From an optimization exercise on the open Yosys and OpenROAD flow, aimed at small area, a short achievable clock period and few clock cycles per item; shortcuts taken in it are not production practice.
In this exercise RTL edits were held to simulation tests only and were not proved equivalent to the original.
Power figures rest on the tool's default switching activity, not on a simulated workload.

==> run.sh <==
#!/bin/bash
# synth_recipe.tcl (not shown) runs the flow's synth.tcl, then flattens the netlist and writes it again
# the make line also repeats each setting of config.mk as NAME=value (left out here)
make -C /OpenROAD-flow-scripts/flow DESIGN_CONFIG=/design/flow/config.mk WORK_HOME=/design/flow/orfs CLKGATE_MAP_FILE= SYNTH_SCRIPT=/design/flow/synth_recipe.tcl finish
==> design.v <==
package mspw_pkg;
  localparam int unsigned LEVEL_W     = 12;
  localparam int unsigned WINDOW_W    = 16;
  localparam int unsigned INC_W       = 8;
  localparam int unsigned OUT_IDX_W   = 4;
  localparam int unsigned OUT_WIDTH_W = 24;
  localparam int unsigned OUT_CNT_W   = 4;
  localparam int unsigned CFG_IDX_W   = 1;
  localparam int unsigned CFG_DATA_W  = 16;
  localparam int unsigned IN_TDATA_W  = 16;
  localparam int unsigned OUT_TDATA_W = 64;
  localparam logic [CFG_IDX_W-1:0] CFG_WINDOW_SAMPLES  = 1'd0;
  localparam logic [CFG_IDX_W-1:0] CFG_WIDTH_INCREMENT = 1'd1;
  localparam logic [WINDOW_W-1:0] WINDOW_RESET = 16'd1000;
  localparam logic [INC_W-1:0]    INC_RESET    = 8'd1;
  typedef struct packed {
    logic accum;
    logic scan_step;
    logic out_step;
  } cmd_t;
  typedef struct packed {
    logic close;
    logic ptr_last;
  } status_t;
endpackage
module mspw_ctrl (
  input  logic              clk_i,
  input  logic              rst_ni,
  input  logic              in_valid_i,
  output logic              in_ready_o,
  output logic              out_valid_o,
  input  logic              out_ready_i,
  input  mspw_pkg::status_t status_i,
  output mspw_pkg::cmd_t    cmd_o
);
  localparam logic [1:0] ST_ACCUM = 2'd0;
  localparam logic [1:0] ST_SCAN  = 2'd1;
  localparam logic [1:0] ST_READ  = 2'd2;
  logic [1:0] state_q, state_d;
  always_ff @(posedge clk_i or negedge rst_ni) begin
    if (!rst_ni) begin
      state_q <= ST_ACCUM;
    end else begin
      state_q <= state_d;
    end
  end
  always_comb begin
    state_d         = state_q;
    in_ready_o      = 1'b0;
    out_valid_o     = 1'b0;
    cmd_o           = '0;
    unique case (state_q)
      ST_ACCUM: begin
        in_ready_o  = 1'b1;
        cmd_o.accum = in_valid_i;
        if (in_valid_i && status_i.close) begin
          state_d = ST_SCAN;
        end
      end
      ST_SCAN: begin
        cmd_o.scan_step = 1'b1;
        if (status_i.ptr_last) begin
          state_d = ST_READ;
        end
      end
      ST_READ: begin
        out_valid_o    = 1'b1;
        cmd_o.out_step = out_ready_i;
        if (out_ready_i && status_i.ptr_last) begin
          state_d = ST_ACCUM;
        end
      end
      default: begin
        state_d = ST_ACCUM;
      end
    endcase
  end
endmodule
module mspw_datapath #(
  parameter int unsigned SENSOR_COUNT = 12,
  parameter int unsigned WIDTH_BITS   = 24
) (
  input  logic                                   clk_i,
  input  logic                                   rst_ni,
  input  logic                                   cfg_we_i,
  input  logic [mspw_pkg::CFG_IDX_W-1:0]         cfg_index_i,
  input  logic [mspw_pkg::CFG_DATA_W-1:0]        cfg_data_i,
  input  logic [mspw_pkg::LEVEL_W-1:0]           sensor_levels_i,
  input  mspw_pkg::cmd_t                         cmd_i,
  output mspw_pkg::status_t                      status_o,
  output logic [mspw_pkg::OUT_IDX_W-1:0]         sensor_index_o,
  output logic [mspw_pkg::OUT_WIDTH_W-1:0]       pulse_width_o,
  output logic [mspw_pkg::OUT_CNT_W-1:0]         active_count_o,
  output logic [mspw_pkg::OUT_WIDTH_W-1:0]       strongest_width_o,
  output logic [mspw_pkg::OUT_IDX_W-1:0]         strongest_index_o,
  output logic                                   last_result_o
);
  localparam int unsigned IDX_W = (SENSOR_COUNT > 1) ? $clog2(SENSOR_COUNT) : 1;
  localparam int unsigned ACT_W = $clog2(SENSOR_COUNT + 1);
  localparam logic [IDX_W-1:0] PTR_LAST = IDX_W'(SENSOR_COUNT - 1);
  logic [mspw_pkg::WINDOW_W-1:0] window_q;
  logic [mspw_pkg::INC_W-1:0]    inc_q;
  logic [mspw_pkg::WINDOW_W-1:0] count_q, count_inc, limit;
  logic [WIDTH_BITS-1:0]         acc_q [SENSOR_COUNT];
  logic [WIDTH_BITS-1:0]         acc_d [SENSOR_COUNT];
  logic [IDX_W-1:0]              ptr_q;
  logic [ACT_W-1:0]              active_q;
  logic [WIDTH_BITS-1:0]         best_q;
  logic [IDX_W-1:0]              best_idx_q;
  logic [WIDTH_BITS-1:0]         cur;
  logic                          ptr_last;
  logic [mspw_pkg::OUT_IDX_W+IDX_W-1:0]             ptr_ext, best_idx_ext;
  logic [mspw_pkg::OUT_WIDTH_W+WIDTH_BITS-1:0]      cur_ext, best_ext;
  logic [mspw_pkg::OUT_CNT_W+ACT_W-1:0]             active_ext;
  always_ff @(posedge clk_i or negedge rst_ni) begin
    if (!rst_ni) begin
      window_q <= mspw_pkg::WINDOW_RESET;
      inc_q    <= mspw_pkg::INC_RESET;
    end else if (cfg_we_i) begin
      unique case (cfg_index_i)
        mspw_pkg::CFG_WINDOW_SAMPLES:  window_q <= cfg_data_i;
        mspw_pkg::CFG_WIDTH_INCREMENT: inc_q    <= cfg_data_i[mspw_pkg::INC_W-1:0];
        default: ;
      endcase
    end
  end
  assign count_inc = count_q + mspw_pkg::WINDOW_W'(1);
  assign limit     = (window_q == '0) ? mspw_pkg::WINDOW_W'(1) : window_q;
  assign ptr_last  = (ptr_q == PTR_LAST);
  assign status_o.close    = (count_inc >= limit) || (count_inc == '0);
  assign status_o.ptr_last = ptr_last;
  always_ff @(posedge clk_i or negedge rst_ni) begin
    if (!rst_ni) begin
      count_q <= '0;
    end else if (cmd_i.accum) begin
      count_q <= status_o.close ? '0 : count_inc;
    end
  end
  for (genvar g = 0; g < SENSOR_COUNT; g++) begin : g_lane
    logic [WIDTH_BITS:0] sum;
    logic                low;
    assign sum = {1'b0, acc_q[g]} + (WIDTH_BITS + 1)'(inc_q);
    if (g < mspw_pkg::LEVEL_W) begin : g_pin
      assign low = ~sensor_levels_i[g];
    end else begin : g_nopin
      assign low = 1'b0;
    end
    always_comb begin
      acc_d[g] = acc_q[g];
      if (cmd_i.out_step && ptr_last) begin
        acc_d[g] = '0;
      end else if (cmd_i.accum && low) begin
        acc_d[g] = sum[WIDTH_BITS] ? '1 : sum[WIDTH_BITS-1:0];
      end
    end
    always_ff @(posedge clk_i or negedge rst_ni) begin
      if (!rst_ni) begin
        acc_q[g] <= '0;
      end else begin
        acc_q[g] <= acc_d[g];
      end
    end
  end
  assign cur = acc_q[ptr_q];
  always_ff @(posedge clk_i or negedge rst_ni) begin
    if (!rst_ni) begin
      ptr_q <= '0;
    end else if (cmd_i.scan_step || cmd_i.out_step) begin
      ptr_q <= ptr_last ? '0 : ptr_q + IDX_W'(1);
    end
  end
  always_ff @(posedge clk_i) begin
    if (cmd_i.accum) begin
      active_q   <= '0;
      best_q     <= '0;
      best_idx_q <= '0;
    end else if (cmd_i.scan_step) begin
      if (cur != '0) begin
        active_q <= active_q + ACT_W'(1);
      end
      if (cur > best_q) begin
        best_q     <= cur;
        best_idx_q <= ptr_q;
      end
    end
  end
  assign ptr_ext      = {{mspw_pkg::OUT_IDX_W{1'b0}}, ptr_q};
  assign best_idx_ext = {{mspw_pkg::OUT_IDX_W{1'b0}}, best_idx_q};
  assign cur_ext      = {{mspw_pkg::OUT_WIDTH_W{1'b0}}, cur};
  assign best_ext     = {{mspw_pkg::OUT_WIDTH_W{1'b0}}, best_q};
  assign active_ext   = {{mspw_pkg::OUT_CNT_W{1'b0}}, active_q};
  assign sensor_index_o    = ptr_ext[mspw_pkg::OUT_IDX_W-1:0];
  assign pulse_width_o     = cur_ext[mspw_pkg::OUT_WIDTH_W-1:0];
  assign active_count_o    = active_ext[mspw_pkg::OUT_CNT_W-1:0];
  assign strongest_width_o = best_ext[mspw_pkg::OUT_WIDTH_W-1:0];
  assign strongest_index_o = best_idx_ext[mspw_pkg::OUT_IDX_W-1:0];
  assign last_result_o     = ptr_last;
endmodule
module multi_sensor_pulse_width_window_unit #(
  parameter int unsigned SENSOR_COUNT = 12,
  parameter int unsigned WIDTH_BITS   = 24
) (
  input  logic                                 clk_i,
  input  logic                                 rst_ni,
  input  logic                                 cfg_we_i,
  input  logic [mspw_pkg::CFG_IDX_W-1:0]       cfg_index_i,
  input  logic [mspw_pkg::CFG_DATA_W-1:0]      cfg_data_i,
  input  logic                                 s_axis_tvalid,
  output logic                                 s_axis_tready,
  input  logic [mspw_pkg::IN_TDATA_W-1:0]      s_axis_tdata,
  output logic                                 m_axis_tvalid,
  input  logic                                 m_axis_tready,
  output logic [mspw_pkg::OUT_TDATA_W-1:0]     m_axis_tdata,
  output logic                                 m_axis_tlast
);
  mspw_pkg::cmd_t    cmd;
  mspw_pkg::status_t status;
  logic [mspw_pkg::OUT_IDX_W-1:0]   sensor_index;
  logic [mspw_pkg::OUT_WIDTH_W-1:0] pulse_width;
  logic [mspw_pkg::OUT_CNT_W-1:0]   active_count;
  logic [mspw_pkg::OUT_WIDTH_W-1:0] strongest_width;
  logic [mspw_pkg::OUT_IDX_W-1:0]   strongest_index;
  mspw_ctrl u_ctrl (
    .clk_i       (clk_i),
    .rst_ni      (rst_ni),
    .in_valid_i  (s_axis_tvalid),
    .in_ready_o  (s_axis_tready),
    .out_valid_o (m_axis_tvalid),
    .out_ready_i (m_axis_tready),
    .status_i    (status),
    .cmd_o       (cmd)
  );
  mspw_datapath #(
    .SENSOR_COUNT (SENSOR_COUNT),
    .WIDTH_BITS   (WIDTH_BITS)
  ) u_datapath (
    .clk_i             (clk_i),
    .rst_ni            (rst_ni),
    .cfg_we_i          (cfg_we_i),
    .cfg_index_i       (cfg_index_i),
    .cfg_data_i        (cfg_data_i),
    .sensor_levels_i   (s_axis_tdata[mspw_pkg::LEVEL_W-1:0]),
    .cmd_i             (cmd),
    .status_o          (status),
    .sensor_index_o    (sensor_index),
    .pulse_width_o     (pulse_width),
    .active_count_o    (active_count),
    .strongest_width_o (strongest_width),
    .strongest_index_o (strongest_index),
    .last_result_o     (m_axis_tlast)
  );
  assign m_axis_tdata = {4'd0, strongest_index, strongest_width, active_count,
                         pulse_width, sensor_index};
endmodule
==> config.mk <==
export PLATFORM = sky130hd
export DESIGN_NAME = multi_sensor_pulse_width_window_unit
export DESIGN_NICKNAME = multi_sensor_pulse_width_window_unit
export VERILOG_FILES = /design/flow/design.v
export SDC_FILE = /design/flow/constraint.sdc
export NUM_CORES = 4
export LEC_CHECK = 0
export CAP_MARGIN = 20
export CORE_MARGIN = 2
export CORE_UTILIZATION = 40
export SLEW_MARGIN = 20
==> constraint.sdc <==
create_clock -name core_clock -period 5.5 [get_ports {clk_i}]
set_input_delay 1.1000 -clock core_clock [delete_from_list [all_inputs] [get_ports {clk_i}]]
set_output_delay 1.1000 -clock core_clock [all_outputs]
set_load 0.01 [all_outputs]
==> run notes <==
[power groups by stage]
stage	registers, W	logic, W	clock network (W)
2_1_floorplan	0.00386	0.00517	0
3_3_place_gp	0.00438	0.00723	0
3_5_place_dp	0.00440	0.00739	0
4_1_cts	0.00436	0.00743	0.00305
5_1_grt	0.00445	0.00825	0.00315
6_report	0.00441	0.00757	0.00299
[cells in the mapped netlist (11+ instances only)]
| cell | count |
|---|---|
| dfrtp_1 | 327 |
| nand2_1 | 225 |
| a21oi_1 | 223 |
| o21ai_0 | 220 |
| nor2_1 | 187 |
| ha_1 | 142 |
| nand3_1 | 137 |
| inv_1 | 130 |
| clkbuf_1 | 106 |
| a31oi_1 | 96 |
| nor3_1 | 88 |
| a211oi_1 | 81 |
| and3_1 | 72 |
| a311oi_1 | 60 |
| xnor2_1 | 60 |
| a22oi_1 | 40 |
| a21o_1 | 36 |
| and2_1 | 36 |
| dfxtp_1 | 32 |
| nor2b_1 | 32 |
| o21a_1 | 31 |
| and4_1 | 28 |
| buf_2 | 26 |
| nand2b_1 | 26 |
| nand4_1 | 25 |
| mux2i_1 | 24 |
| o211ai_1 | 22 |
| a221oi_1 | 20 |
| nor4_1 | 19 |
| a222oi_1 | 18 |
| o31ai_1 | 18 |
| xor2_1 | 17 |
| or3_1 | 16 |
| mux2_2 | 14 |
| o22ai_1 | 13 |
| a41oi_1 | 12 |
| fa_1 | 12 |
| a21boi_0 | 11 |
| buf_1 | 11 |
| buf_4 | 11 |
| o21bai_1 | 11 |
| o311ai_0 | 11 |
[final timing paths]
check / end / slack (ns) / cells after the start
max in group asynchronous: u_datapath.acc_q[8][4] / 3.87 / 2
min: u_datapath.count_q[15] / 0.49 / 2
min in group asynchronous: u_datapath.acc_q[8][0] / 0.55 / 1
min reg2reg: u_datapath.count_q[15] / 0.49 / 2
max: u_datapath.best_q[3] / 0.36 / 19
max reg2reg: u_datapath.best_q[3] / 0.36 / 19
[metrics by stage]
stage / worst slack, ns / hold slack (ns) / area (µm²) / total power [W]
after floorplan: 1.38 / 0.459 / 25000 / 0.00903
after global placement: 0.453 / 0.479 / 27000 / 0.0116
after detailed placement: 0.382 / 0.481 / 27000 / 0.0118
after CTS: 0.349 / 0.495 / 28400 / 0.0148
after global routing: 0.189 / 0.514 / 28400 / 0.0159
final: 0.356 / 0.490 / 28400 / 0.0150
[layout by cell type, fill, tap and decap left out, types with 12 or more instances in the layout]
| cell type | Yosys | layout |
|---|---|---|
| nand4_1 | 25 | 25 |
| or3_1 | 16 | 16 |
| nand3_1 | 137 | 136 |
| and2_1 | 36 | 36 |
| a22oi_1 | 40 | 40 |
| o211ai_1 | 22 | 22 |
| dfrtp_1 | 327 | 323 |
| a211oi_1 | 81 | 81 |
| a221oi_1 | 20 | 20 |
| mux2i_1 | 24 | 24 |
| a41oi_1 | 12 | 12 |
| and4_1 | 28 | 28 |
| o22ai_1 | 13 | 13 |
| and3_1 | 72 | 72 |
| mux2_2 | 14 | 14 |
| ha_1 | 142 | 138 |
| nor4_1 | 19 | 19 |
| a21oi_1 | 223 | 223 |
| nor2b_1 | 32 | 32 |
| dfxtp_1 | 32 | 32 |
| nand2_1 | 225 | 224 |
| o21ai_0 | 220 | 220 |
| a222oi_1 | 18 | 18 |
| inv_1 | 130 | 130 |
| fa_1 | 12 | 12 |
| xor2_1 | 17 | 17 |
| nor2_1 | 187 | 185 |
| clkbuf_1 | 106 | 22 |
| o21a_1 | 31 | 31 |
| buf_4 | 11 | 70 |
| nor3_1 | 88 | 88 |
| nand2b_1 | 26 | 26 |
| a311oi_1 | 60 | 60 |
| clkdlybuf4s50_1 | 0 | 95 |
| a31oi_1 | 96 | 96 |
| xnor2_1 | 60 | 60 |
| o31ai_1 | 18 | 17 |
| a21o_1 | 36 | 36 |
| clkbuf_16 | 0 | 48 |
[kinds of logic after synthesis]
family	Yosys count
AND/OR/NAND/NOR	943
adder cells (fa/ha/maj)	154
flip-flops	366
other	1
XOR/XNOR	77
multiplexers	41
AO/OA/AOI/OAI	1027
buffers and inverters	292
[routing by layer]
metal | GRT usage, % | wire [µm] | vias up
li1 | - | - | 11100
met1 | 39.4 | 39800 | 12100
met2 | 46.1 | 44200 | 1139
met3 | 4.76 | 7800 | 194
met4 | 13.4 | 4480 | 0
met5 | 0 | 0 | -
[state kept, by name, indices dropped and copies added, names as in the netlist]
| signal | cells |
|---|---|
| u_ctrl.state_q | 2 |
| u_datapath.acc_q | 288 |
| u_datapath.active_q | 4 |
| u_datapath.best_idx_q | 4 |
| u_datapath.best_q | 24 |
| u_datapath.count_q | 16 |
| u_datapath.inc_q | 8 |
| u_datapath.ptr_q | 4 |
| u_datapath.window_q | 16 |
[worst max-delay path, delay by kind of cell (launching register included)]
| kind | cells | cell delay, ns |
|---|---|---|
| compound gates | 7 | 2.30 |
| buf+inv | 5 | 0.96 |
| simple gates | 5 | 0.76 |
| fa+ha+maj | 2 | 0.58 |
| flops | 1 | 0.44 |
[area by class of cell]
class | count | share of cell area (%)
multi-input combinational | 2246 | 52.2
sequential | 366 | 31.7
timing repair buffer | 170 | 5.52
clock buffer | 77 | 4.85
tap | 837 | 3.68
inverter | 131 | 1.73
clock inverter | 9 | 0.308
antenna | 1 | 0.00880
==> summary.txt <==
Run status
  • Status: finished clean

Worst hold path
  • Hold Path Origin: u_datapath.count_q[15]
  • Worst hold path type: register to register

GRT
  • Vias in the first global route: roughly 23000
  • Initial antenna violation count: 1
  • First-pass GRT wire length: ~140000 µm
  • Largest net degree at the start of global routing: 107
  • GRT Util Overall: 29.3%
  • Overflow after GRT: 0

CTS
  • TritonCTS Buffers: 47
  • Clock buffer depth: 3
  • CTS Hold Bufs: 0
  • # resized after CTS: 0
  • H-tree level count: 2
  • Worst skew pair latency: ~0.6 ns
  • CTS Sinks: ~370
  • Post-CTS setup buffer count: 0
  • CTS tree: done
  • Reg clk slew, reported paths: about 0.06 ns
  • Root buf cell: clkbuf_16

Critical path
  • Required @ worst endpoint: roughly 6.0 ns
  • CP Launch Point: u_datapath.ptr_q[1]
  • Crit path max fanout: 38
  • Reg2Reg Launch Point: u_datapath.ptr_q[1]
  • CP cell instances: inv_1, ha_2, buf_4, a22o_1, a221oi_1, o2bb2ai_1, nor4_1, buf_4, inv_1, ha_1, nand2_1, nor3_1, and4_1, a211oi_1, o21ai_0, o31ai_4, buf_12, nor2_1, a211oi_1
  • Slowest cell on crit path: o31ai_4
  • Critical Path Max Stage Delay: 0.75 ns
  • CP endpoint kind: register
  • WS Path Type: register to register
  • Startpoint Class: register
  • Critical path arrival: 5.65 ns

Synthesis
  • Mapped Cells: between 2000 and 3000
  • Unique masters post-synth: 97
  • Cell taking the most area after synthesis: dfrtp_1
  • Synth area leaders: dfrtp_1, ha_1, a21oi_1, o21ai_0, nand2_1
  • Share of the synthesized area in the top cell type: approximately a third
  • Yosys Warn Count: 4
  • Mux contribution to synthesized area: 1.77%
  • Simple-gate share of the synthesized area: between 10% and 20%
  • Synth Area in XOR/XNOR: ~2.7%
  • EDFF count, synth: 0
  • Yosys reg bits: 366
  • Ys async rst share: around nine tenths
  • Synth Flop Type: dfrtp_1
  • Largest family of logic cells by synthesized area: compound AO/OA/AOI/OAI gates
  • Post-Syn Area: 25000 µm²
  • Adder-Cell Fraction of Synth Area: 8.07%
  • Register area share after synthesis: ~36%
  • Synth Area in Compound Gates: between 20% and 30%
  • Mean post-synth cell area: around 8.6 µm²

Die
  • Die height: approximately 250 µm
  • Die X: ~250 µm
  • Row cnt: 91
  • I/O Pins: between 100 and 150
  • Initial Util: between 40% and 50%
  • Core box area: a little over 60000 µm²
  • DIE AREA: roughly 65000 µm²

STA
  • Fin Setup TNS: 0 ns
  • Setup Skew: 0.0300 ns
  • Worst-margin pin slew: between 1 and 1.5 ns
  • Final worst-path cycle share: between 90% and 100%
  • Slew margin rel.: 27.6%
  • FMAX: approximately 190 MHz
  • Fin crit period: between 5 and 6 ns
  • Hold Vio Cnt, Final: 0
  • Unrepaired setup endpoints after global routing: false
  • Count of final setup violators: 0
  • Max Slew Vio Count: 0

Finish
  • Fillers: 5950
  • Fraction of layout cells with a size suffix above 1: 7.24%
  • Register area: 9010 µm²
  • Post-Layout Cell Count: approximately 3800
  • Fin util: a little under half
  • Layout Nets: between 3000 and 4000
  • Area grow syn2layout: 13.8%
  • Multi-input logic area: roughly 15000 µm²

Placement
  • Hpwl dp: 70400 µm
  • Port-buffer cells: 96
  • DP Cell Count: around 3800
  • GPL Wtd Cong: 0.998

Pwr
  • PwrDens: 526 nW/µm²
  • Clock group share of total power: 20.0%
  • Sequential cell fraction of total power: between 20 and 30%
  • Pint: approximately 0.008 W
  • VDD IR-drop max: ~0.23 mV
  • Switching Share: roughly 46%
  • Pleak: about 12 nW
  • P_sw: between 0.006 and 0.007 W
  • Comb power frac: ~50%

Job
  • Max Cap Viol: 0

Drt
  • Total wire length: between 90000 and 100000 µm
  • Post-DR vias/cell: between 6 and 7
  • Drt drc: 0
  • Drt first pass iters: 8
  • DRT iter0 DRCs: between 2000 and 3000
  • WL/cell: approximately 25 µm
  • Post-DRT Antenna Nets: 0
  • Routed via count: approximately 25000
Testbench counts, summed over its fixed seeds: cycles 31,019, windows 320.

==> static timing again, ports no longer ideal <==
Ports are ideal in the flow. The routed layout listed here was re-timed in OpenROAD. Step 1, drivers: a clkbuf_16 drives clk_i and a buf_2 each remaining input, both assumed. Step 2, shift: input delay + t, output delay - t, t = (earliest + latest rising clock arrival at the registers) / 2. This alone moves slack from input paths to output paths. Three values: no drivers, after step 1, after step 2; two values: the first two.
t (ns): 0.646
setup WS [ns]: 0.356 / 0.356 / 0.356
hold slack, ns: 0.490 / 0.490 / 0.490
worst setup path after step 2: register to register
worst register clock-pin slew, ns: 0.06 / 0.06
After both steps this run still meets setup and hold. For this run, drivers alone change the setup slack by 0.000 ns; drivers and shift together by 0.000 ns.
